Source: an optimization exercise on an open RTL-to-GDS flow (aim: small area, a short achievable clock period and few clock cycles per item). Production flows keep margins and buffers that such runs may drop.
The RTL was checked by simulation tests, not by an equivalence proof against the original design.
Power is estimated from default activity; no workload was simulated.

## hart
module hart #(
    parameter hart_pkg::word_t RESET_ADDR = 32'h0000_0000
) (
    input  wire                     i_clk,
    input  wire                     i_arst_n,
    output hart_pkg::word_t         o_imem_raddr,
    input  wire hart_pkg::word_t    i_imem_rdata,
    output logic                    o_retire_valid,
    output hart_pkg::word_t         o_retire_inst,
    output logic                    o_retire_trap,
    output logic                    o_retire_halt,
    output hart_pkg::reg_addr_t     o_retire_rs1_raddr,
    output hart_pkg::reg_addr_t     o_retire_rs2_raddr,
    output hart_pkg::word_t         o_retire_rs1_rdata,
    output hart_pkg::word_t         o_retire_rs2_rdata,
    output hart_pkg::reg_addr_t     o_retire_rd_waddr,
    output hart_pkg::word_t         o_retire_rd_wdata,
    output hart_pkg::word_t         o_retire_pc,
    output hart_pkg::word_t         o_retire_next_pc
);
For scale: ~4900 cells after synthesis, about 1400 flip-flops, roughly 280 I/O pins.
clock: 5.0 ns
lec_check: 0
cap_margin: 20
core_margin: 2
core_utilization: 40
cts_cluster_diameter: 100
cts_cluster_size: 20
place_density: 0.45
setup_slack_margin: 2.0
slew_margin: 20
run.sh (not shown) runs the stock make flow with config.mk's settings and CLKGATE_MAP_FILE= SYNTH_SCRIPT=/design/flow/synth_recipe.tcl, a recipe that flattens the netlist after the stock synthesis.
The first run passed the timing, design-rule and antenna checks.
Testbench counts at the start, summed over its fixed seeds: cycles 12,864, items 12,800.
Edit:
- SETUP_SLACK_MARGIN: 2.0 -> 1.6
After rerunning:
- design area came out lower by 5.7%
- synthesized area does not change
- setup slack loses 89 ps
- non-clock buffer count goes down by 217
- power went down by 0.85%
- first-iteration DRC count fell by 10%

---

## before
hart, a different RTL version from the one above (not shown whole).
Size in the first run: about 4800 cells after synthesis, ~0.061 sq mm of cells after synthesis.
## hart
module hart #(
    parameter hart_pkg::word_t RESET_ADDR = 32'h0000_0000
) (
    input  wire                     i_clk,
    input  wire                     i_arst_n,
    output hart_pkg::word_t         o_imem_raddr,
    input  wire hart_pkg::word_t    i_imem_rdata,
    output logic                    o_retire_valid,
    output hart_pkg::word_t         o_retire_inst,
    output logic                    o_retire_trap,
    output logic                    o_retire_halt,
    output hart_pkg::reg_addr_t     o_retire_rs1_raddr,
    output hart_pkg::reg_addr_t     o_retire_rs2_raddr,
    output hart_pkg::word_t         o_retire_rs1_rdata,
    output hart_pkg::word_t         o_retire_rs2_rdata,
    output hart_pkg::reg_addr_t     o_retire_rd_waddr,
    output hart_pkg::word_t         o_retire_rd_wdata,
    output hart_pkg::word_t         o_retire_pc,
    output hart_pkg::word_t         o_retire_next_pc
);
    localparam logic [29:0] RST_W = RESET_ADDR[31:2];
    logic [29:0] pc_f;
    logic [29:0] pc_w;
    logic [29:0] npc_w;
    fetch_stage #(.START(RST_W)) pcf_i (
        .i_clk (i_clk), .i_arst_n (i_arst_n), .o_cnt (pc_f)
    );
    fetch_stage #(.START(RST_W - 30'd2)) npcw_i (
        .i_clk (i_clk), .i_arst_n (i_arst_n), .o_cnt (npc_w)
    );
    assign o_imem_raddr = {pc_f, 2'b00};
    logic d_vld;
    logic x_vld;
    logic w_vld;
    logic halted;
    logic stop;
    hart_pkg::word_t    inst_d;
    assign inst_d = i_imem_rdata;
    logic               d_is_op;
    logic               d_is_lui;
    logic               d_is_auipc;
    logic               d_is_ebreak;
    logic               d_trap;
    logic               d_reads_rs1;
    logic               d_reads_rs2;
    logic               d_writes;
    hart_pkg::alu_ctl_t d_ctl;
    hart_pkg::word_t    d_imm;
    decode_stage dec_i (
        .i_inst      (inst_d),
        .o_is_op     (d_is_op),
        .o_is_lui    (d_is_lui),
        .o_is_auipc  (d_is_auipc),
  ...
clock: 5.0 ns
lec_check: 0
cap_margin: 20
core_margin: 2
core_utilization: 40
place_density: 0.45
setup_slack_margin: 1.6
slew_margin: 20
before: flow completed, timing, DRC and antenna clean
Testbench counts of before, summed over its fixed seeds: cycles 12,864, items 12,800.
diff inputs: before => after
diff --git a/flow/config.mk b/flow/config.mk
--- a/flow/config.mk
+++ b/flow/config.mk
@@ -10,0 +11,2 @@
+export CTS_CLUSTER_DIAMETER = 100
+export CTS_CLUSTER_SIZE = 20
### Flow results
Going from before to after, utilization now sits lower, sequential share of cell area up 1.7 points, average wire per cell in the routed design climbed 1.4%, via count decreased 0.58%, total power after layout saw a decrease.
On wire length, before loses to after.
The clock period minus final worst setup slack of after was superior to that of before.
Cell area after layout ended up 3.3% lower on after than on before.
before ran to completion and came out clean on the timing, design-rule and antenna checks.
The flow did not stop early for after: all stages ran, and the layout cleared the timing, design-rule and antenna checks.
The final reports for after and before show clock power lower in the former.
Amount of wire on met3 after detailed routing, after vs before: down slightly
The complex-gate fraction of the synthesized area was comparable across after and before.

what the ideal ports hide:
How much do the figures lean on ideal ports? The routed layouts below were timed once more, with nothing changed but the port constraints.
Step 1 assumes that a clkbuf_16 drives the clock port and a buf_2 every other input.
Step 2 moves the port delays by t, midway between the first and last clock arrival at a register: inputs arrive t later, outputs are due t later. That takes back most of the time a late clock gives input paths.
Slacks: ideal / step 1 / step 2; pairs: ideal / step 1.
run | t (ns) | setup WS [ns] | clock arrival spread, ns
the first run of note 1 | 0.813 | 1.623 / 1.682 / 0.870 | 0.063 / 0.064
the second run of note 1 | 0.808 | 1.534 / 1.548 / 0.769 | 0.066 / 0.066
before | 0.894 | 1.519 / 1.539 / 0.687 | 0.044 / 0.044
after | 0.816 | 1.524 / 1.584 / 0.770 | 0.055 / 0.055
After both steps setup and hold are still met in every run listed. For before, which loses most, drivers alone change the setup slack by +0.020 ns; drivers and shift together by -0.832 ns.
